What follows belongs to an exercise in optimizing a design on an open flow for small area and a short achievable clock period; a production flow would make more cautious choices.
In this exercise RTL edits were held to simulation tests only and were not proved equivalent to the original.

==> inputs of build 45 <==
==> flow/design.v <==
package rename_pkg;
  localparam int unsigned NUM_AREG_DEF = 32;
  localparam int unsigned NUM_PREG_DEF = 128;
  localparam int unsigned NUM_CKPT_DEF = 4;
  localparam int unsigned AREG_W       = 5;
  localparam int unsigned PREG_W_DEF   = $clog2(NUM_PREG_DEF);
  localparam int unsigned CKPT_W_DEF   = $clog2(NUM_CKPT_DEF);
  typedef logic [AREG_W-1:0]     areg_t;
  typedef logic [PREG_W_DEF-1:0] preg_t;
  typedef logic [CKPT_W_DEF-1:0] ckpt_id_t;
  typedef preg_t                 map_t [NUM_AREG_DEF];
endpackage
module rename_ckpt_alloc #(
  parameter  int unsigned NUM_CKPT = 4,
  localparam int unsigned CKPT_W   = (NUM_CKPT > 1) ? $clog2(NUM_CKPT) : 1
) (
  input  logic              clk_i,
  input  logic              reset_i,
  input  logic              ckpt_req_i,
  input  logic              res_valid_i,
  input  logic [CKPT_W-1:0] res_id_i,
  input  logic              res_mispredict_i,
  output logic [CKPT_W-1:0] ckpt_id_o,
  output logic              ckpt_full_o,
  output logic              take_o,
  output logic              restore_o
);
  logic [NUM_CKPT-1:0] ck_valid_q, ck_valid_d;
  logic [CKPT_W-1:0]   alloc_ptr_q, alloc_ptr_d;
  logic                misp_c;
  int unsigned         span_c;
  assign ckpt_id_o   = alloc_ptr_q;
  assign ckpt_full_o = ck_valid_q[alloc_ptr_q];
  assign misp_c      = res_valid_i && res_mispredict_i;
  assign restore_o   = misp_c && ck_valid_q[res_id_i];
  assign take_o      = ckpt_req_i && !ckpt_full_o && !misp_c;
  always_comb begin
    ck_valid_d  = ck_valid_q;
    alloc_ptr_d = alloc_ptr_q;
    span_c      = (32'(alloc_ptr_q) + NUM_CKPT - 32'(res_id_i)) % NUM_CKPT;
    if (restore_o) begin
      for (int unsigned i = 0; i < NUM_CKPT; i++) begin
        if (span_c == 0 || ((i + NUM_CKPT - 32'(res_id_i)) % NUM_CKPT) < span_c) begin
          ck_valid_d[i] = 1'b0;
        end
      end
      alloc_ptr_d = res_id_i;
    end else if (!misp_c) begin
      if (res_valid_i) begin
        ck_valid_d[res_id_i] = 1'b0;
      end
      if (take_o) begin
        ck_valid_d[alloc_ptr_q] = 1'b1;
        alloc_ptr_d = (alloc_ptr_q == CKPT_W'(NUM_CKPT - 1)) ? '0
                                                              : alloc_ptr_q + CKPT_W'(1);
      end
    end
  end
  always_ff @(posedge clk_i) begin
    if (reset_i) begin
      ck_valid_q  <= '0;
      alloc_ptr_q <= '0;
    end else begin
      ck_valid_q  <= ck_valid_d;
      alloc_ptr_q <= alloc_ptr_d;
    end
  end
endmodule
module rename_map_ckpt
#(
  parameter  int unsigned NUM_AREG = rename_pkg::NUM_AREG_DEF,
  parameter  int unsigned NUM_PREG = rename_pkg::NUM_PREG_DEF,
  parameter  int unsigned RENAME_W = 2,
  parameter  int unsigned NUM_CKPT = rename_pkg::NUM_CKPT_DEF,
  localparam int unsigned PREG_W   = $clog2(NUM_PREG),
  localparam int unsigned CKPT_W   = (NUM_CKPT > 1) ? $clog2(NUM_CKPT) : 1,
  localparam int unsigned LANE_W   = (RENAME_W > 1) ? $clog2(RENAME_W) : 1
) (
  input  logic                             clk_i,
  input  logic                             reset_i,
  input  logic [RENAME_W-1:0]              ren_valid_i,
  input  rename_pkg::areg_t [RENAME_W-1:0]             ren_rd_i,
  input  logic [RENAME_W-1:0][PREG_W-1:0]  ren_pd_i,
  input  rename_pkg::areg_t [RENAME_W-1:0]             rs1_i,
  input  rename_pkg::areg_t [RENAME_W-1:0]             rs2_i,
  output logic [RENAME_W-1:0][PREG_W-1:0]  ps1_o,
  output logic [RENAME_W-1:0][PREG_W-1:0]  ps2_o,
  output logic [RENAME_W-1:0][PREG_W-1:0]  pd_old_o,
  input  logic                             ckpt_req_i,
  input  logic [LANE_W-1:0]                ckpt_lane_i,
  output logic [CKPT_W-1:0]                ckpt_id_o,
  output logic                             ckpt_full_o,
  input  logic                             res_valid_i,
  input  logic [CKPT_W-1:0]                res_id_i,
  input  logic                             res_mispredict_i
);
  localparam int unsigned AREG_W = rename_pkg::AREG_W;
  logic [NUM_AREG-1:1][PREG_W-1:0]               map_q;
  logic [NUM_AREG-1:1][PREG_W-1:0]               map_d;
  logic [NUM_AREG-1:1][PREG_W-1:0]               snap_d;
  logic [NUM_CKPT-1:0][NUM_AREG-1:1][PREG_W-1:0] snap_q;
  logic [NUM_AREG-1:1][PREG_W-1:0]               rest_c;
  logic [RENAME_W-1:0][NUM_AREG-1:0]             wr_oh;
  logic [NUM_CKPT-1:0]                           take_oh;
  logic [NUM_CKPT-1:0]                           res_oh;
  logic              take_c;
  logic              restore_c;
  logic              misp_c;
  assign misp_c = res_valid_i && res_mispredict_i;
  rename_ckpt_alloc #(
    .NUM_CKPT (NUM_CKPT)
  ) u_alloc (
    .clk_i            (clk_i),
    .reset_i          (reset_i),
    .ckpt_req_i       (ckpt_req_i),
    .res_valid_i      (res_valid_i),
    .res_id_i         (res_id_i),
    .res_mispredict_i (res_mispredict_i),
    .ckpt_id_o        (ckpt_id_o),
    .ckpt_full_o      (ckpt_full_o),
    .take_o           (take_c),
    .restore_o        (restore_c)
  );
  function automatic logic [PREG_W-1:0] lookup(
    input logic [NUM_AREG-1:1][PREG_W-1:0] m,
    input rename_pkg::areg_t               idx
  );
    logic [PREG_W-1:0] r;
    r = '0;
    for (int i = 1; i < NUM_AREG; i++) begin
      r = r | (m[i] & {PREG_W{idx == AREG_W'(i)}});
    end
    lookup = r;
  endfunction
  always_comb begin
    for (int k = 0; k < RENAME_W; k++) begin
      ps1_o[k]    = lookup(map_q, rs1_i[k]);
      ps2_o[k]    = lookup(map_q, rs2_i[k]);
      pd_old_o[k] = lookup(map_q, ren_rd_i[k]);
    end
  end
  always_comb begin
    for (int l = 0; l < RENAME_W; l++) begin
      for (int i = 0; i < NUM_AREG; i++) begin
        wr_oh[l][i] = ren_valid_i[l] && !misp_c && (ren_rd_i[l] == AREG_W'(i));
      end
    end
  end
  always_comb begin
    for (int i = 1; i < NUM_AREG; i++) begin
      map_d[i]  = map_q[i];
      snap_d[i] = map_q[i];
      for (int l = 0; l < RENAME_W; l++) begin
        if (wr_oh[l][i]) begin
          map_d[i] = ren_pd_i[l];
          if (LANE_W'(l) <= ckpt_lane_i) snap_d[i] = ren_pd_i[l];
        end
      end
    end
  end
  always_comb begin
    for (int s = 0; s < NUM_CKPT; s++) begin
      res_oh[s]  = (res_id_i == CKPT_W'(s));
      take_oh[s] = take_c && (ckpt_id_o == CKPT_W'(s));
    end
    rest_c = '0;
    for (int s = 0; s < NUM_CKPT; s++) begin
      rest_c = rest_c | (snap_q[s] & {(NUM_AREG-1)*PREG_W{res_oh[s]}});
    end
  end
  always_ff @(posedge clk_i) begin
    if (reset_i) begin
      for (int i = 1; i < NUM_AREG; i++) begin
        map_q[i] <= PREG_W'(i);
      end
    end else if (restore_c) begin
      map_q <= rest_c;
    end else begin
      map_q <= map_d;
    end
  end
  always_ff @(posedge clk_i) begin
    for (int s = 0; s < NUM_CKPT; s++) begin
      if (take_oh[s]) begin
        snap_q[s] <= snap_d;
      end
    end
  end
endmodule
==> flow/run.sh <==
#!/bin/bash
# synth_recipe.tcl (not shown) runs the flow's synth.tcl, then flattens the netlist and writes it again
# the make line also repeats each setting of config.mk as NAME=value (left out here)
make -C /OpenROAD-flow-scripts/flow DESIGN_CONFIG=/design/flow/config.mk WORK_HOME=/design/flow/orfs CLKGATE_MAP_FILE= SYNTH_SCRIPT=/design/flow/synth_recipe.tcl finish
==> flow/config.mk <==
export PLATFORM = sky130hd
export DESIGN_NAME = rename_map_ckpt
export DESIGN_NICKNAME = rename_map_ckpt
export VERILOG_FILES = /design/flow/design.v
export SDC_FILE = /design/flow/constraint.sdc
export NUM_CORES = 4
export LEC_CHECK = 0
export CAP_MARGIN = 20
export CORE_MARGIN = 2
export CORE_UTILIZATION = 30
export PLACE_DENSITY = 0.4
export SETUP_SLACK_MARGIN = 2.0
export SLEW_MARGIN = 20
==> flow/constraint.sdc <==
create_clock -name core_clock -period 5.5 [get_ports {clk_i}]
set_input_delay 1.1000 -clock core_clock [delete_from_list [all_inputs] [get_ports {clk_i}]]
set_output_delay 1.1000 -clock core_clock [all_outputs]
set_load 0.01 [all_outputs]
==> build 34: changes against build 45 <==
--- a/flow/design.v
+++ b/flow/design.v
@@ -101,3 +101,2 @@
   logic [NUM_CKPT-1:0][NUM_AREG-1:1][PREG_W-1:0] snap_q;
-  logic [NUM_AREG-1:1][PREG_W-1:0]               rest_c;
   logic [RENAME_W-1:0][NUM_AREG-1:0]             wr_oh;
@@ -141,7 +140,24 @@
   end
+  logic [NUM_AREG-1:1] sel_w1, sel_w0, sel_hold;
+  logic [NUM_AREG-1:1] img_w1, img_w0, img_hold;
+  logic [NUM_CKPT-1:0] sel_res;
+  logic                upd_c;
+  assign upd_c = !reset_i && !misp_c;
   always_comb begin
-    for (int l = 0; l < RENAME_W; l++) begin
-      for (int i = 0; i < NUM_AREG; i++) begin
-        wr_oh[l][i] = ren_valid_i[l] && !misp_c && (ren_rd_i[l] == AREG_W'(i));
-      end
+    for (int i = 1; i < NUM_AREG; i++) begin
+      wr_oh[0][i] = ren_valid_i[0] && (ren_rd_i[0] == AREG_W'(i));
+      wr_oh[1][i] = ren_valid_i[1] && (ren_rd_i[1] == AREG_W'(i));
+      sel_w1[i]   = upd_c && wr_oh[1][i];
+      sel_w0[i]   = upd_c && wr_oh[0][i] && !wr_oh[1][i];
+      sel_hold[i] = !reset_i && !restore_c && !sel_w1[i] && !sel_w0[i];
+      img_w1[i]   = wr_oh[1][i] && ckpt_lane_i[0];
+      img_w0[i]   = wr_oh[0][i] && !img_w1[i];
+      img_hold[i] = !img_w1[i] && !img_w0[i];
+    end
+    wr_oh[0][0] = 1'b0;
+    wr_oh[1][0] = 1'b0;
+    for (int s = 0; s < NUM_CKPT; s++) begin
+      res_oh[s]  = (res_id_i == CKPT_W'(s));
+      sel_res[s] = !reset_i && restore_c && res_oh[s];
+      take_oh[s] = take_c && (ckpt_id_o == CKPT_W'(s));
     end
@@ -150,20 +166,12 @@
     for (int i = 1; i < NUM_AREG; i++) begin
-      map_d[i]  = map_q[i];
-      snap_d[i] = map_q[i];
-      for (int l = 0; l < RENAME_W; l++) begin
-        if (wr_oh[l][i]) begin
-          map_d[i] = ren_pd_i[l];
-          if (LANE_W'(l) <= ckpt_lane_i) snap_d[i] = ren_pd_i[l];
-        end
+      map_d[i] = ({PREG_W{sel_w1[i]}}   & ren_pd_i[1])
+               | ({PREG_W{sel_w0[i]}}   & ren_pd_i[0])
+               | ({PREG_W{sel_hold[i]}} & map_q[i])
+               | ({PREG_W{reset_i}}     & PREG_W'(i));
+      for (int s = 0; s < NUM_CKPT; s++) begin
+        map_d[i] = map_d[i] | ({PREG_W{sel_res[s]}} & snap_q[s][i]);
       end
-    end
-  end
-  always_comb begin
-    for (int s = 0; s < NUM_CKPT; s++) begin
-      res_oh[s]  = (res_id_i == CKPT_W'(s));
-      take_oh[s] = take_c && (ckpt_id_o == CKPT_W'(s));
-    end
-    rest_c = '0;
-    for (int s = 0; s < NUM_CKPT; s++) begin
-      rest_c = rest_c | (snap_q[s] & {(NUM_AREG-1)*PREG_W{res_oh[s]}});
+      snap_d[i] = ({PREG_W{img_w1[i]}}   & ren_pd_i[1])
+                | ({PREG_W{img_w0[i]}}   & ren_pd_i[0])
+                | ({PREG_W{img_hold[i]}} & map_q[i]);
     end
@@ -171,11 +179,3 @@
   always_ff @(posedge clk_i) begin
-    if (reset_i) begin
-      for (int i = 1; i < NUM_AREG; i++) begin
-        map_q[i] <= PREG_W'(i);
-      end
-    end else if (restore_c) begin
-      map_q <= rest_c;
-    end else begin
-      map_q <= map_d;
-    end
+    map_q <= map_d;
   end
==> flow/flow/run.sh (new file) <==
#!/bin/bash
set -euo pipefail
W=$PWD
R=$W/orfs/results/${FLOW_PLATFORM}/rename_map_ckpt/base

bash standard.sh "$R/1_2_yosys.v" > "$W/std_synth.log" 2>&1
cp "$R/1_2_yosys.v" "$W/std_1_2_yosys.v"
cp "$R/1_2_yosys.sdc" "$W/std_1_2_yosys.sdc"
cp "$W/orfs/logs/${FLOW_PLATFORM}/rename_map_ckpt/base/1_2_yosys.log" "$W/std_1_2_yosys.log"

# 2. The same synthesis script with the ABC script swapped.
sed -e "s|^source \$::env(SCRIPTS_DIR)/synth_preamble.tcl|&\nset abc_args [lreplace \$abc_args 1 1 $W/flow/abc.script]|" \
  "$FLOW_HOME/scripts/synth.tcl" > "$W/own_synth.tcl"
sed -e "s|^source \$::env(SCRIPTS_DIR)/synth.tcl|source $W/own_synth.tcl|" \
  "$W/synth_recipe.tcl" > "$W/own_synth_recipe.tcl"
grep -q "own_synth.tcl" "$W/own_synth_recipe.tcl"
grep -q "flow/abc.script" "$W/own_synth.tcl"
rm -f "$R/1_2_yosys.v" "$R/1_2_yosys.sdc"
if bash standard.sh SYNTH_SCRIPT="$W/own_synth_recipe.tcl" "$R/1_2_yosys.v" > "$W/own_synth.log" 2>&1; then
  cp "$R/1_2_yosys.v" "$W/own_1_2_yosys.v"
else
  echo "own synthesis failed" > "$W/own_synth_failed.log"
fi

# 3. Keep the own netlist only if its registers are the standard ones.
regs() { grep -oE '^\s*sky130_fd_sc_hd__[a-z0-9_]*df[a-z0-9_]*\s+\S+' "$1" | sed -E 's/^\s+//; s/_[0-9]+\s/ /' | sort; }
if [[ -f "$W/own_1_2_yosys.v" ]] && [[ "$(regs "$W/std_1_2_yosys.v")" == "$(regs "$W/own_1_2_yosys.v")" ]]; then
  echo "own synthesis: registers match, using its netlist" > "$W/synth_choice.log"
else
  echo "own synthesis: not used, keeping the standard netlist" > "$W/synth_choice.log"
  cp "$W/std_1_2_yosys.v" "$R/1_2_yosys.v"
  cp "$W/std_1_2_yosys.log" "$W/orfs/logs/${FLOW_PLATFORM}/rename_map_ckpt/base/1_2_yosys.log"
fi
cp "$W/std_1_2_yosys.sdc" "$R/1_2_yosys.sdc"
touch "$R/1_2_yosys.v" "$R/1_2_yosys.sdc"

# 4. The rest of the standard layout flow.
bash standard.sh > "$W/std_flow.log" 2>&1
==> flow/flow/abc.script (new file) <==
&get -n
&st
&dch
&nf
&put
==> flow/standard.sh (new file) <==
#!/bin/bash
# synth_recipe.tcl (not shown) runs the flow's synth.tcl, then flattens the netlist and writes it again
# the make line also repeats each setting of config.mk as NAME=value (left out here)
make -C /OpenROAD-flow-scripts/flow DESIGN_CONFIG=/design/flow/config.mk WORK_HOME=/design/flow/orfs CLKGATE_MAP_FILE= SYNTH_SCRIPT=/design/flow/synth_recipe.tcl "${@:-finish}"
CORE_UTILIZATION = 40   (was 30)
CTS_BUF_LIST = sky130_fd_sc_hd__clkbuf_16   (was unset)
CTS_CLUSTER_DIAMETER = 100   (was unset)
CTS_CLUSTER_SIZE = 20   (was unset)
PLACE_DENSITY = 0.5   (was 0.4)
SETUP_SLACK_MARGIN = 1.4   (was 2.0)
removed: flow/run.sh
==> trial 14: changes against build 45 <==
--- a/flow/design.v
+++ b/flow/design.v
@@ -101,3 +101,2 @@
   logic [NUM_CKPT-1:0][NUM_AREG-1:1][PREG_W-1:0] snap_q;
-  logic [NUM_AREG-1:1][PREG_W-1:0]               rest_c;
   logic [RENAME_W-1:0][NUM_AREG-1:0]             wr_oh;
@@ -141,7 +140,24 @@
   end
+  logic [NUM_AREG-1:1] sel_w1, sel_w0, sel_hold;
+  logic [NUM_AREG-1:1] img_w1, img_w0, img_hold;
+  logic [NUM_CKPT-1:0] sel_res;
+  logic                upd_c;
+  assign upd_c = !reset_i && !misp_c;
   always_comb begin
-    for (int l = 0; l < RENAME_W; l++) begin
-      for (int i = 0; i < NUM_AREG; i++) begin
-        wr_oh[l][i] = ren_valid_i[l] && !misp_c && (ren_rd_i[l] == AREG_W'(i));
-      end
+    for (int i = 1; i < NUM_AREG; i++) begin
+      wr_oh[0][i] = ren_valid_i[0] && (ren_rd_i[0] == AREG_W'(i));
+      wr_oh[1][i] = ren_valid_i[1] && (ren_rd_i[1] == AREG_W'(i));
+      sel_w1[i]   = upd_c && wr_oh[1][i];
+      sel_w0[i]   = upd_c && wr_oh[0][i] && !wr_oh[1][i];
+      sel_hold[i] = !reset_i && !restore_c && !sel_w1[i] && !sel_w0[i];
+      img_w1[i]   = wr_oh[1][i] && ckpt_lane_i[0];
+      img_w0[i]   = wr_oh[0][i] && !img_w1[i];
+      img_hold[i] = !img_w1[i] && !img_w0[i];
+    end
+    wr_oh[0][0] = 1'b0;
+    wr_oh[1][0] = 1'b0;
+    for (int s = 0; s < NUM_CKPT; s++) begin
+      res_oh[s]  = (res_id_i == CKPT_W'(s));
+      sel_res[s] = !reset_i && restore_c && res_oh[s];
+      take_oh[s] = take_c && (ckpt_id_o == CKPT_W'(s));
     end
@@ -150,20 +166,12 @@
     for (int i = 1; i < NUM_AREG; i++) begin
-      map_d[i]  = map_q[i];
-      snap_d[i] = map_q[i];
-      for (int l = 0; l < RENAME_W; l++) begin
-        if (wr_oh[l][i]) begin
-          map_d[i] = ren_pd_i[l];
-          if (LANE_W'(l) <= ckpt_lane_i) snap_d[i] = ren_pd_i[l];
-        end
+      map_d[i] = ({PREG_W{sel_w1[i]}}   & ren_pd_i[1])
+               | ({PREG_W{sel_w0[i]}}   & ren_pd_i[0])
+               | ({PREG_W{sel_hold[i]}} & map_q[i])
+               | ({PREG_W{reset_i}}     & PREG_W'(i));
+      for (int s = 0; s < NUM_CKPT; s++) begin
+        map_d[i] = map_d[i] | ({PREG_W{sel_res[s]}} & snap_q[s][i]);
       end
-    end
-  end
-  always_comb begin
-    for (int s = 0; s < NUM_CKPT; s++) begin
-      res_oh[s]  = (res_id_i == CKPT_W'(s));
-      take_oh[s] = take_c && (ckpt_id_o == CKPT_W'(s));
-    end
-    rest_c = '0;
-    for (int s = 0; s < NUM_CKPT; s++) begin
-      rest_c = rest_c | (snap_q[s] & {(NUM_AREG-1)*PREG_W{res_oh[s]}});
+      snap_d[i] = ({PREG_W{img_w1[i]}}   & ren_pd_i[1])
+                | ({PREG_W{img_w0[i]}}   & ren_pd_i[0])
+                | ({PREG_W{img_hold[i]}} & map_q[i]);
     end
@@ -171,11 +179,3 @@
   always_ff @(posedge clk_i) begin
-    if (reset_i) begin
-      for (int i = 1; i < NUM_AREG; i++) begin
-        map_q[i] <= PREG_W'(i);
-      end
-    end else if (restore_c) begin
-      map_q <= rest_c;
-    end else begin
-      map_q <= map_d;
-    end
+    map_q <= map_d;
   end
==> flow/flow/run.sh (new file) <==
#!/bin/bash
set -euo pipefail
W=$PWD
R=$W/orfs/results/${FLOW_PLATFORM}/rename_map_ckpt/base

bash standard.sh "$R/1_2_yosys.v" > "$W/std_synth.log" 2>&1
cp "$R/1_2_yosys.v" "$W/std_1_2_yosys.v"
cp "$R/1_2_yosys.sdc" "$W/std_1_2_yosys.sdc"
cp "$W/orfs/logs/${FLOW_PLATFORM}/rename_map_ckpt/base/1_2_yosys.log" "$W/std_1_2_yosys.log"

# 2. The same synthesis script with the ABC script swapped.
sed -e "s|^source \$::env(SCRIPTS_DIR)/synth_preamble.tcl|&\nset abc_args [lreplace \$abc_args 1 1 $W/flow/abc.script]|" \
  "$FLOW_HOME/scripts/synth.tcl" > "$W/own_synth.tcl"
sed -e "s|^source \$::env(SCRIPTS_DIR)/synth.tcl|source $W/own_synth.tcl|" \
  "$W/synth_recipe.tcl" > "$W/own_synth_recipe.tcl"
grep -q "own_synth.tcl" "$W/own_synth_recipe.tcl"
grep -q "flow/abc.script" "$W/own_synth.tcl"
rm -f "$R/1_2_yosys.v" "$R/1_2_yosys.sdc"
if bash standard.sh SYNTH_SCRIPT="$W/own_synth_recipe.tcl" "$R/1_2_yosys.v" > "$W/own_synth.log" 2>&1; then
  cp "$R/1_2_yosys.v" "$W/own_1_2_yosys.v"
else
  echo "own synthesis failed" > "$W/own_synth_failed.log"
fi

# 3. Keep the own netlist only if its registers are the standard ones.
regs() { grep -oE '^\s*sky130_fd_sc_hd__[a-z0-9_]*df[a-z0-9_]*\s+\S+' "$1" | sed -E 's/^\s+//; s/_[0-9]+\s/ /' | sort; }
if [[ -f "$W/own_1_2_yosys.v" ]] && [[ "$(regs "$W/std_1_2_yosys.v")" == "$(regs "$W/own_1_2_yosys.v")" ]]; then
  echo "own synthesis: registers match, using its netlist" > "$W/synth_choice.log"
else
  echo "own synthesis: not used, keeping the standard netlist" > "$W/synth_choice.log"
  cp "$W/std_1_2_yosys.v" "$R/1_2_yosys.v"
  cp "$W/std_1_2_yosys.log" "$W/orfs/logs/${FLOW_PLATFORM}/rename_map_ckpt/base/1_2_yosys.log"
fi
cp "$W/std_1_2_yosys.sdc" "$R/1_2_yosys.sdc"
touch "$R/1_2_yosys.v" "$R/1_2_yosys.sdc"

# 4. The rest of the standard layout flow.
bash standard.sh > "$W/std_flow.log" 2>&1
==> flow/flow/abc.script (new file) <==
&get -n
&st
&dch
&nf
&put
==> flow/standard.sh (new file) <==
#!/bin/bash
# synth_recipe.tcl (not shown) runs the flow's synth.tcl, then flattens the netlist and writes it again
# the make line also repeats each setting of config.mk as NAME=value (left out here)
make -C /OpenROAD-flow-scripts/flow DESIGN_CONFIG=/design/flow/config.mk WORK_HOME=/design/flow/orfs CLKGATE_MAP_FILE= SYNTH_SCRIPT=/design/flow/synth_recipe.tcl "${@:-finish}"
CORE_UTILIZATION = 40   (was 30)
PLACE_DENSITY = 0.5   (was 0.4)
removed: flow/run.sh
==> flow_summary.ini <==
[power]
leakage_nw = 23.4
p_switching_mw = 4.70
p_comb_frac = 0.128

[status]
status = timing/DRC/antenna clean

[finish]
nMultiInputCombCells = 2804

[yosys]
yosysTopAreaCellShare = 0.517
synth.area.mux_share = 0.000894

[routing]
routed_wl_um = 255000

[floorplan]
die_w_um = 359

[critical_path]
r2r_cells = 6
crit_chain = buf_8, buf_8, nand2b_4, buf_12, nor3_4, buf_6, a222oi_1, buf_4, nand4_1, nor2_1, buf_4, nand2_4, buf_6, buf_6

[timing]
setup_ws_ps = 977
The numbers above come from build 34.

==> flow_summary.ini <==
[floorplan]
die_w_um = 446

[yosys]
yosysTopAreaCellShare = 0.445

[critical_path]
crit_chain = buf_16, buf_8, nand2_2, buf_6, a211oi_2, nor4_1, and4_1, nand4_1, buf_2
crit_end = pd_old_o[2]
r2r_cells = 4

[status]
status = timing/DRC/antenna clean

[routing]
drt-met1-wl_um = 164000
antenna_left = 0

[power]
p_switching_mw = 6.15
p_comb_frac = 0.166
leakage_nw = 27.4

[finish]
finalInstanceArea_mm2 = 0.0782
The numbers above come from build 45.

==> flow_summary.ini <==
[routing]
routed_wl_um = 261000

[power]
leakage_nw = 24.2
p_comb_frac = 0.106

[yosys]
synth.area.mux_share = 0.000894

[timing]
setup_ws_ps = 922

[floorplan]
die_w_um = 359

[critical_path]
r2r_cells = 5

[status]
status = timing/DRC/antenna clean
The numbers above come from trial 14.

## separate check: timing with driven ports
How much do the figures lean on ideal ports? The routed layouts below were timed once more, with nothing changed but the port constraints. Step 1: set_driving_cell puts a clkbuf_16 on clk_i and a buf_2 on each other input, an assumption about the parent block. Step 2 times the ports against the registers' clock, not the clock port: input delays grow and output delays shrink by t, the midpoint of the rising clock arrivals with the driver on. Three values: no drivers, after step 1, after step 2; two values: the first two.
run	shift t [ns]	setup slack, ns	clock arrival spread, ns
build 45	0.881	1.231 / 1.059 / 1.059	0.055 / 0.055
build 34	0.752	0.977 / 0.867 / 0.867	0.065 / 0.065
trial 14	0.847	0.922 / 0.881 / 0.881	0.050 / 0.051
After both steps every run listed still meets setup and hold. The setup slack of build 45, which loses most, moves by -0.172 ns with the drivers and by -0.172 ns with both steps.
